From an optimization exercise on the open Yosys and OpenROAD flow, aimed at small area and a short achievable clock period; shortcuts taken in it are not production practice.
Function was checked by simulation only, so behaviour that the tests miss may differ from the original.
Power and IR drop assume default switching activity.

## JK
// dma_read
module dma_read (
    input  logic        clk,
    input  logic        rst,
    input  logic        s_awvalid,
    output logic        s_awready,
    input  logic [31:0] s_awaddr,
    input  logic        s_wvalid,
    output logic        s_wready,
    input  logic [31:0] s_wdata,
    input  logic [3:0]  s_wstrb,
    output logic        s_bvalid,
    input  logic        s_bready,
    output logic [1:0]  s_bresp,
    input  logic        s_arvalid,
    output logic        s_arready,
    input  logic [31:0] s_araddr,
    output logic        s_rvalid,
    input  logic        s_rready,
    output logic [31:0] s_rdata,
    output logic [1:0]  s_rresp,
    output logic [7:0]  m_arid,
    output logic [31:0] m_araddr,
    output logic [7:0]  m_arlen,
    output logic [2:0]  m_arsize,
    output logic [1:0]  m_arburst,
    output logic        m_arlock,
    output logic [3:0]  m_arcache,
    output logic [2:0]  m_arprot,
    output logic [3:0]  m_arqos,
    output logic [3:0]  m_arregion,
    output logic        m_arvalid,
    input  logic        m_arready,
    input  logic [63:0] m_rdata,
    input  logic        m_rvalid,
    output logic        m_rready,
    output logic [63:0] tdata,
    output logic        tvalid,
    input  logic        tready
);
    logic [68:0] ar;
    logic [68:0] cmd;
    logic        cmd_valid;
    logic        cmd_ready;
    logic        busy;
    logic        beat_done;
    assign m_arid     = ar[68:61];
    assign m_araddr   = ar[60:29];
    assign m_arlen    = ar[28:21];
    assign m_arsize   = ar[20:18];
    assign m_arburst  = ar[17:16];
    assign m_arlock   = ar[15];
    assign m_arcache  = ar[14:11];
    assign m_arprot   = ar[10:8];
    assign m_arqos    = ar[7:4];
    assign m_arregion = ar[3:0];
    dma_read_regs regs_i (
        .s_axi4l   (clk),
        .rst       (rst),
        .awvalid   (s_awvalid),
        .awready   (s_awready),
        .awaddr    (s_awaddr),
        .wvalid    (s_wvalid),
        .wready    (s_wready),
        .wdata     (s_wdata),
        .wstrb     (s_wstrb),
        .bvalid    (s_bvalid),
        .bready    (s_bready),
        .bresp     (s_bresp),
        .arvalid   (s_arvalid),
        .arready   (s_arready),
        .araddr    (s_araddr),
        .rvalid    (s_rvalid),
        .rready    (s_rready),
  ...
==> flow/config.mk <==
export PLATFORM = sky130hd
export DESIGN_NAME = dma_read
export DESIGN_NICKNAME = dma_read
export VERILOG_FILES = /design/flow/design.v
export SDC_FILE = /design/flow/constraint.sdc
export NUM_CORES = 4
export LEC_CHECK = 0
export CAP_MARGIN = 20
export CORE_MARGIN = 2
export CORE_UTILIZATION = 75
export CTS_CLUSTER_DIAMETER = 105
export CTS_CLUSTER_SIZE = 28
export SETUP_SLACK_MARGIN = 2.8
export SLEW_MARGIN = 20
==> flow/constraint.sdc <==
create_clock -name core_clock -period 5.0 [get_ports {clk}]
set_input_delay 1.0000 -clock core_clock [delete_from_list [all_inputs] [get_ports {clk}]]
set_output_delay 1.0000 -clock core_clock [all_outputs]
set_load 0.01 [all_outputs]
standard.sh (not shown) runs the stock make flow with config.mk's settings and CLKGATE_MAP_FILE= SYNTH_SCRIPT=/design/flow/synth_recipe.tcl, a recipe that flattens the netlist after the stock synthesis.
==> flow/flow/run.sh <==
#!/bin/bash
# Layout flow: the standard ORFS flow, with the ports buffered by
# plain buffers (buf_1) instead of the delay cells buffer_ports picks by
# itself.  Every tool's output goes to a log file in this folder; ORFS
# keeps its per-step logs under orfs/logs.
set -euo pipefail
export BUFFER_PORTS_ARGS="-buffer_cell sky130_fd_sc_hd__buf_1"
bash standard.sh > standard_flow.log 2>&1
Changes in AL relative to JK:
- CTS_CLUSTER_SIZE now 25, was 28
- CTS_CLUSTER_DIAMETER now 100, was 105
- SETUP_SLACK_MARGIN now 2.7, was 2.8
- CORE_UTILIZATION now 70, was 75
==> flow/flow/run.sh <==
#!/bin/bash
# Layout flow: the standard ORFS flow, with the ports buffered by
# plain buffers (buf_2) instead of the delay cells buffer_ports picks by
# itself.  Every tool's output goes to a log file in this folder; ORFS
# keeps its per-step logs under orfs/logs.
set -euo pipefail
export BUFFER_PORTS_ARGS="-buffer_cell sky130_fd_sc_hd__buf_2"
bash standard.sh > standard_flow.log 2>&1
Findings:
AL: total power is about 1.7% higher than what JK reported. Part of the power in the clock network: AL > JK. Between AL and JK, the difference in first-pass GRT wire length is negligible. AL against JK: sequential power held steady; worst hold slack shrank by 0.0059 ns.


## build 72
Starting RTL as in the previous note.
export LEC_CHECK = 0
export CAP_MARGIN = 20
export CORE_MARGIN = 2
export CORE_UTILIZATION = 65
export CTS_CLUSTER_DIAMETER = 100
export CTS_CLUSTER_SIZE = 25
export SETUP_SLACK_MARGIN = 2.8
export SLEW_MARGIN = 20
create_clock -name core_clock -period 5.0 [get_ports {clk}]
==> flow/flow/run.sh <==
#!/bin/bash
# Layout flow: the standard ORFS flow, with the ports buffered by
# plain buffers (buf_1) instead of the delay cells buffer_ports picks by
# itself.  Every tool's output goes to a log file in this folder; ORFS
# keeps its per-step logs under orfs/logs.
set -euo pipefail
export BUFFER_PORTS_ARGS="-buffer_cell sky130_fd_sc_hd__buf_1"
bash standard.sh > standard_flow.log 2>&1
Build 72: flow completed, timing, DRC and antenna clean
Changes in build 39 relative to build 72:
- CORE_UTILIZATION now 75, was 65
==> flow/flow/run.sh <==
#!/bin/bash
# Layout flow: the standard ORFS flow, with the ports buffered by
# plain buffers (buf_2) instead of the delay cells buffer_ports picks by
# itself.  Every tool's output goes to a log file in this folder; ORFS
# keeps its per-step logs under orfs/logs.
set -euo pipefail
export BUFFER_PORTS_ARGS="-buffer_cell sky130_fd_sc_hd__buf_2"
bash standard.sh > standard_flow.log 2>&1
Results
- The relative area of non-clock buffer cells in the final design on build 39 is in line with that on build 72.
- Changes observed in build 39 relative to build 72: clock power barely changed, design internal power now larger.
- Diff build 72..build 39 | combinational group power | negligible
- Synthesized cell count across build 72 and build 39: no real change.
- Sort build 72 and build 39 by overall routing resource usage asc -> top: build 72
- Build 39 vs. build 72: total power held steady, overall routed net length shrank by 4.5%, final cycle utilization of the critical path shrank by 0.33 points, fraction of layout instances using a drive strength above 1 grew by 5.9 points, actual slew at the worst max-slew pin grew by 0.12 ns.
Modified inputs, build 19 compared to build 39
- swapping 75 for 65 in CORE_UTILIZATION
### Flow results
The worst hold slack across all endpoints of build 19 was superior to that of build 39.
Register share of the cell area: build 19 < build 39
Number of nets in the layout for build 19: 0.46% up relative to build 39
Build 19 vs build 39: full die area up in build 19
The higher combinational power share came out of build 19.
The clock network fraction of total power reported for build 19 is greater than that of build 39 by 0.2 points.
Looking at critical path launch point, the s_rready result is from build 19; the s_bready one comes from build 39.
Cell count grows by a few percent when moving from build 39 to build 19.
diff inputs: build 19 => build 84
- a change of CORE_UTILIZATION from 65 to 70
- a change of CTS_CLUSTER_DIAMETER from 100 to 110
- a change of CTS_CLUSTER_SIZE from 25 to 28
- a change of SETUP_SLACK_MARGIN from 2.8 to 2.65
Notes after the runs:
Every run in the comparison, build 84 and build 19, completed the flow with a clean layout.
Total of fill cells in the finished design was higher in the run labelled build 19.
Compared with build 19, build 84 shows a higher actual transition at the worst max-transition pin.
Build 19 ended up with more cell instances than build 84 did.
Build 84: buffer share of cell area 0.67 points below build 19
Re sequential share of power: build 84 is 2.2 points up on build 19.
Summary of build 84 over build 19: register fraction of the total cell area shows an increase of 1.2 points, normalized max-slew margin shows a reduction of 3.6 points, ratio of final minimum period to clock period shows an increase of 0.20 points, top achievable clock speed shows a reduction of 0.41%, power density over the cells shows a reduction of 1.5%.
Measured against each other, build 84 and build 19 differ in area occupied by multi-input gates, the lower figure coming from build 84.
Setup changes, build 84 to build 65
- changing SETUP_SLACK_MARGIN from 2.65 to 2.7
==> comparison <==
Build 65: flow completed, timing, DRC and antenna clean
The lower worst hold margin of build 65 and build 84 is in build 84.
Delta (build 65 minus build 84): share of cell area taken by multi-input logic gates now sits at about the same level; overall track demand over capacity in global routing now sits higher; number of non-clock buffers now sits at about the same level.
Diff build 84 -> build 65 | setup slack | increase of 0.042 ns


Setup of the previous run:
dma_read again, from the RTL that the note above started with.
clock: 5.0 ns
lec_check: 0
cap_margin: 20
core_margin: 2
core_utilization: 65
cts_cluster_diameter: 110
cts_cluster_size: 30
setup_slack_margin: 2.8
slew_margin: 20
==> flow/flow/run.sh <==
#!/bin/bash
# Layout flow: the standard ORFS flow, with the ports buffered by
# plain buffers (buf_2) instead of the delay cells buffer_ports picks by
# itself.  Every tool's output goes to a log file in this folder; ORFS
# keeps its per-step logs under orfs/logs.
set -euo pipefail
export BUFFER_PORTS_ARGS="-buffer_cell sky130_fd_sc_hd__buf_2"
bash standard.sh > standard_flow.log 2>&1
[inputs] the current run vs the previous run
- a change of SETUP_SLACK_MARGIN from 2.8 to 2.7
- a change of CORE_UTILIZATION from 65 to 72
### Flow results
The final layout from the current run, which completed every stage, passed the timing, design-rule and antenna checks at the end of the flow.
Number of inverters outside the clock class in the layout, the current run vs the previous run: up by a little under 10%
The previous run → the current run: clock skew now sits at about the same level; count of distinct cell types in the synthesized netlist roughly the same.
Wire length: the current run < the previous run
Standard cell core area was lower in the run labelled the current run.
The current run falls short of the previous run in slack of the critical path.
The current run ends up with a clock group share of total power that is 0.3 points lower than in the previous run.
Going from the previous run to the current run, detailed-route wire length per cell shrinks by about 1.4%.

port drivers added, routing unchanged:
The results above use ideal ports. As a check the final layouts listed here were re-extracted and re-timed, cells and wires unchanged.
Step 1 assumes that a clkbuf_16 drives the clock port and a buf_2 every other input.
Step 2 moves the port delays by t, midway between the first and last clock arrival at a register: inputs arrive t later, outputs are due t later. That takes back most of the time a late clock gives input paths.
Three values: no drivers, after step 1, after step 2; two values: the first two.
| run | t, ns | setup slack, ns | worst setup path at the end | worst data-port slew with drivers (ns) | pins driven straight from the clock port |
|---|---|---|---|---|---|
| JK | 0.744 | 2.556 / 2.552 / 2.045 | input to register | 0.12 | 1 |
| AL | 0.702 | 2.615 / 2.570 / 2.058 | input to register | 0.12 | 1 |
| build 72 | 0.716 | 2.590 / 2.548 / 2.079 | input to register | 0.13 | 1 |
| build 39 | 0.712 | 2.607 / 2.559 / 2.070 | input to register | 0.14 | 1 |
| build 19 | 0.702 | 2.585 / 2.538 / 2.104 | input to register | 0.13 | 1 |
| build 84 | 0.746 | 2.575 / 2.534 / 2.020 | input to register | 0.14 | 1 |
| build 65 | 0.736 | 2.617 / 2.572 / 2.047 | input to register | 0.12 | 1 |
| the previous run | 0.745 | 2.600 / 2.552 / 2.078 | input to register | 0.13 | 1 |
| the current run | 0.738 | 2.590 / 2.546 / 2.016 | input to register | 0.15 | 1 |
After both steps setup and hold are still met in every run listed. For the current run, which loses most, drivers alone change the setup slack by -0.044 ns; drivers and shift together by -0.574 ns.
